Context: an optimization exercise on an open-source flow, tuned for small area, a short achievable clock period and few clock cycles per item. The choices shown serve that exercise and are no tape-out recipe.
Power is estimated from default activity; no workload was simulated.

==> job 9356 <==
// matrix_rotate_clockwise_core
module matrix_rotate_clockwise_core (
    input  wire logic                  i_clk,
    input  wire logic                  i_rst_n,
    input  wire logic                  i_cfg_valid,
    output logic                       o_cfg_ready,
    input  wire logic [3:0]            i_cfg_matrix_dim,
    input  wire logic                  i_elem_valid,
    output logic                       o_elem_ready,
    input  wire logic [31:0]           i_elem_element_in,
    output logic                       o_rot_valid,
    input  wire logic                  i_rot_ready,
    output logic [31:0]                o_rot_element_out,
    output logic                       o_rot_last_of_matrix
);
clock: 5.0 ns
lec_check: 0
cap_margin: 20
core_margin: 2
core_utilization: 65
cts_cluster_diameter: 100
cts_cluster_size: 30
place_density: 0.78
setup_slack_margin: 2.5
slew_margin: 20
synth_hierarchical: 1
synth_minimum_keep_size: 0
tns_end_percent: 5
standard.sh (not shown) runs the stock make flow with config.mk's settings and CLKGATE_MAP_FILE= SYNTH_SCRIPT=/design/flow/synth_recipe.tcl, a recipe that flattens the netlist after the stock synthesis.
==> flow/flow/run.sh <==
#!/bin/bash
# Standard layout (the standard.sh, unchanged synthesis) with one change:
# port buffers are plain sky130_fd_sc_hd__buf_4 cells instead of the delay
# buffer buffer_ports picks by default. Every port still gets a buffer.
set -euo pipefail
bash standard.sh synth > synth.log 2>&1
bash standard.sh "BUFFER_PORTS_ARGS=-buffer_cell sky130_fd_sc_hd__buf_4" finish > layout.log 2>&1
==> job 4694: changes against job 9356 <==
--- a/flow/design.v
+++ b/flow/design.v
@@ -21,20 +21,10 @@
     input  wire logic [31:0] i_x0,
     input  wire logic [31:0] i_x1,
     output logic      [31:0] o_y
 );
     assign o_y = ~(i_x0 | i_x1);
-endmodule
-`default_nettype wire
-`default_nettype none
-module mrc_hold (
-    input  wire logic        i_load,
-    input  wire logic [32:0] i_new,
-    input  wire logic [32:0] i_old,
-    output logic      [32:0] o_d
-);
-    assign o_d = i_load ? i_new : i_old;
 endmodule
 `default_nettype wire
 `default_nettype none
 module matrix_rotate_clockwise_core (
     input  wire logic                  i_clk,
@@ -61,11 +51,10 @@
     logic        r_wwrap;    
     logic        r_wlast;    
     logic        r_rv;       
     logic [7:0]  r_rro;
     logic [7:0]  r_rco;
-    logic [63:0] r_rsel;     
     logic [2:0]  r_rrow;
     logic [2:0]  r_rcol;
     logic        r_rwrap;
     logic        r_rlast;
     logic [6:0]  r_gap;      
@@ -163,11 +152,10 @@
             r_wwrap  <= (c_new_dm1 == 3'd0);
             r_wlast  <= (c_new_dm1 == 3'd0);
             r_rv     <= 1'b0;
             r_rro    <= 8'd1 << c_new_dm1;
             r_rco    <= OH0;
-            r_rsel   <= 64'd1 << {c_new_dm1, 3'd0};
             r_rrow   <= 3'd0;
             r_rcol   <= 3'd0;
             r_rwrap  <= (c_new_dm1 == 3'd0);
             r_rlast  <= (c_new_dm1 == 3'd0);
             r_gap    <= 7'd0;
@@ -183,13 +171,10 @@
                 r_wwrap <= c_wwrap;
                 r_wlast <= c_wlast;
             end
             if (w_re) begin
                 {r_rro, r_rco} <= c_raddr;
-                for (int i = 0; i < 64; i++) begin
-                    r_rsel[i] <= c_raddr[8 + i / 8] & c_raddr[i % 8];
-                end
                 r_rrow  <= c_rrow;
                 r_rcol  <= c_rcol;
                 r_rwrap <= c_rwrap;
                 r_rlast <= c_rlast;
             end
@@ -219,54 +204,52 @@
                 r_mem[i] <= i_elem_element_in;
             end
         end
     end
     logic [31:0] w_rd_l1 [32];
-    logic [31:0] w_rd_l2 [8];
+    logic [31:0] w_rd_row [8];
     logic [31:0] w_rd_l3 [4];
     logic [31:0] w_rdata;
     for (genvar g = 0; g < 32; g++) begin : g_rd_l1
         mrc_rd_aoi u_aoi (
             .i_a  (r_mem[2*g]),
-            .i_sa (r_rsel[2*g]),
+            .i_sa (r_rco[(2*g) % 8]),
             .i_b  (r_mem[2*g+1]),
-            .i_sb (r_rsel[2*g+1]),
+            .i_sb (r_rco[(2*g+1) % 8]),
             .o_y  (w_rd_l1[g])
         );
     end
-    for (genvar g = 0; g < 8; g++) begin : g_rd_l2
+    for (genvar g = 0; g < 8; g++) begin : g_rd_row
         mrc_rd_nand4 u_nand (
             .i_x0 (w_rd_l1[4*g]),
             .i_x1 (w_rd_l1[4*g+1]),
             .i_x2 (w_rd_l1[4*g+2]),
             .i_x3 (w_rd_l1[4*g+3]),
-            .o_y  (w_rd_l2[g])
+            .o_y  (w_rd_row[g])
         );
     end
     for (genvar g = 0; g < 4; g++) begin : g_rd_l3
-        mrc_rd_nor2 u_nor (
-            .i_x0 (w_rd_l2[2*g]),
-            .i_x1 (w_rd_l2[2*g+1]),
+        mrc_rd_aoi u_aoi (
+            .i_a  (w_rd_row[2*g]),
+            .i_sa (r_rro[2*g]),
+            .i_b  (w_rd_row[2*g+1]),
+            .i_sb (r_rro[2*g+1]),
             .o_y  (w_rd_l3[g])
         );
     end
     mrc_rd_nand4 u_rd_l4 (
         .i_x0 (w_rd_l3[0]),
         .i_x1 (w_rd_l3[1]),
         .i_x2 (w_rd_l3[2]),
         .i_x3 (w_rd_l3[3]),
         .o_y  (w_rdata)
     );
-    logic [32:0] w_out_d;
-    mrc_hold u_out_hold (
-        .i_load (w_re),
-        .i_new  ({r_rv & r_rlast, w_rdata}),
-        .i_old  ({r_olast, r_odata}),
-        .o_d    (w_out_d)
-    );
     always_ff @(posedge i_clk) begin
-        {r_olast, r_odata} <= w_out_d;
+        if (w_re) begin
+            r_odata <= w_rdata;
+            r_olast <= r_rv & r_rlast;
+        end
     end
     always_ff @(posedge i_clk) begin
         if (!i_rst_n) begin
             r_ovalid <= 1'b0;
         end else if (w_re) begin
==> flow/run.sh (new file) <==
#!/bin/bash
# synth_recipe.tcl (not shown) runs the flow's synth.tcl, then flattens the netlist and writes it again
# the make line also repeats each setting of config.mk as NAME=value (left out here)
make -C /OpenROAD-flow-scripts/flow DESIGN_CONFIG=/design/flow/config.mk WORK_HOME=/design/flow/orfs CLKGATE_MAP_FILE= SYNTH_SCRIPT=/design/flow/synth_recipe.tcl finish
--- a/flow/config.mk
+++ b/flow/config.mk
@@ -5,14 +5,14 @@
 export SDC_FILE = /design/flow/constraint.sdc
 export NUM_CORES = 4
 export LEC_CHECK = 0
 export CAP_MARGIN = 20
 export CORE_MARGIN = 2
-export CORE_UTILIZATION = 65
+export CORE_UTILIZATION = 55
 export CTS_CLUSTER_DIAMETER = 100
 export CTS_CLUSTER_SIZE = 30
-export PLACE_DENSITY = 0.78
-export SETUP_SLACK_MARGIN = 2.5
+export PLACE_DENSITY = 0.7
+export SETUP_SLACK_MARGIN = 2.3
 export SLEW_MARGIN = 20
 export SYNTH_HIERARCHICAL = 1
 export SYNTH_MINIMUM_KEEP_SIZE = 0
 export TNS_END_PERCENT = 5
removed: flow/flow/run.sh
removed: flow/standard.sh
==> comparison table <==
	job 4694	job 9356
Seq cells	2152	2216
Signal buf overhead	0.0174	0.0194
Vias in the first global route	42013	42972
NetSw	6290 uW	7190 uW
Number of placement rows	140	130
Placeable Area	145000 sq um	126000 sq um
Place WS	1.09 ns	1.21 ns
Detailed-route vias per instance	7.06	7.25
Power Dens Cells	350 nW/um^2	363 nW/um^2
Startpoint of the most critical setup path	r_rco[6]$_SDFFE_PP0P_	r_rsel[0]$_DFFE_PP_
Tap Cells	1917	1650
Arrival time of data at the critical path endpoint	3.41 ns	3.34 ns
Internal power consumption	23500 uW	24500 uW
Required time at the endpoint of the critical path	5.42 ns	5.61 ns
Outcome	finished clean	finished clean
Post-Route Utilization	0.585	0.692
Area share of fa/ha/maj cells after synthesis	0.00305	0.00298
Met3 usage	0.0455	0.0642
Reg-to-reg endpoint	r_odata[2]$_DFFE_PP_	r_odata[29]$_DFF_P_
Post-synthesis mux area share	0.00446	0.0106
No run of this note included a check of the RTL's function; only the layout flow was run.

## separate check: timing with driven ports
How much do the figures lean on ideal ports? The routed layouts below were timed once more, with nothing changed but the port constraints. Step 1 (the two cells are an assumption about what drives the block):
set clk [get_ports {i_clk}]
set_driving_cell -lib_cell sky130_fd_sc_hd__clkbuf_16 $clk
set_driving_cell -lib_cell sky130_fd_sc_hd__buf_2 [delete_from_list [all_inputs] $clk]
Step 2 times the ports against the registers' clock, not the clock port: input delays grow and output delays shrink by t, the midpoint of the rising clock arrivals with the driver on. Slacks: no drivers / after step 1 / after step 2; pairs: no drivers / after step 1.
| run | t (ns) | setup WS [ns] | worst register clock-pin slew, ns |
|---|---|---|---|
| job 9356 | 0.805 | 2.268 / 2.268 / 1.658 | 0.12 / 0.12 |
| job 4694 | 0.810 | 2.013 / 2.013 / 1.465 | 0.11 / 0.11 |
After both steps every run listed still meets setup and hold. The setup slack of job 9356, which loses most, moves by 0.000 ns with the drivers and by -0.610 ns with both steps.
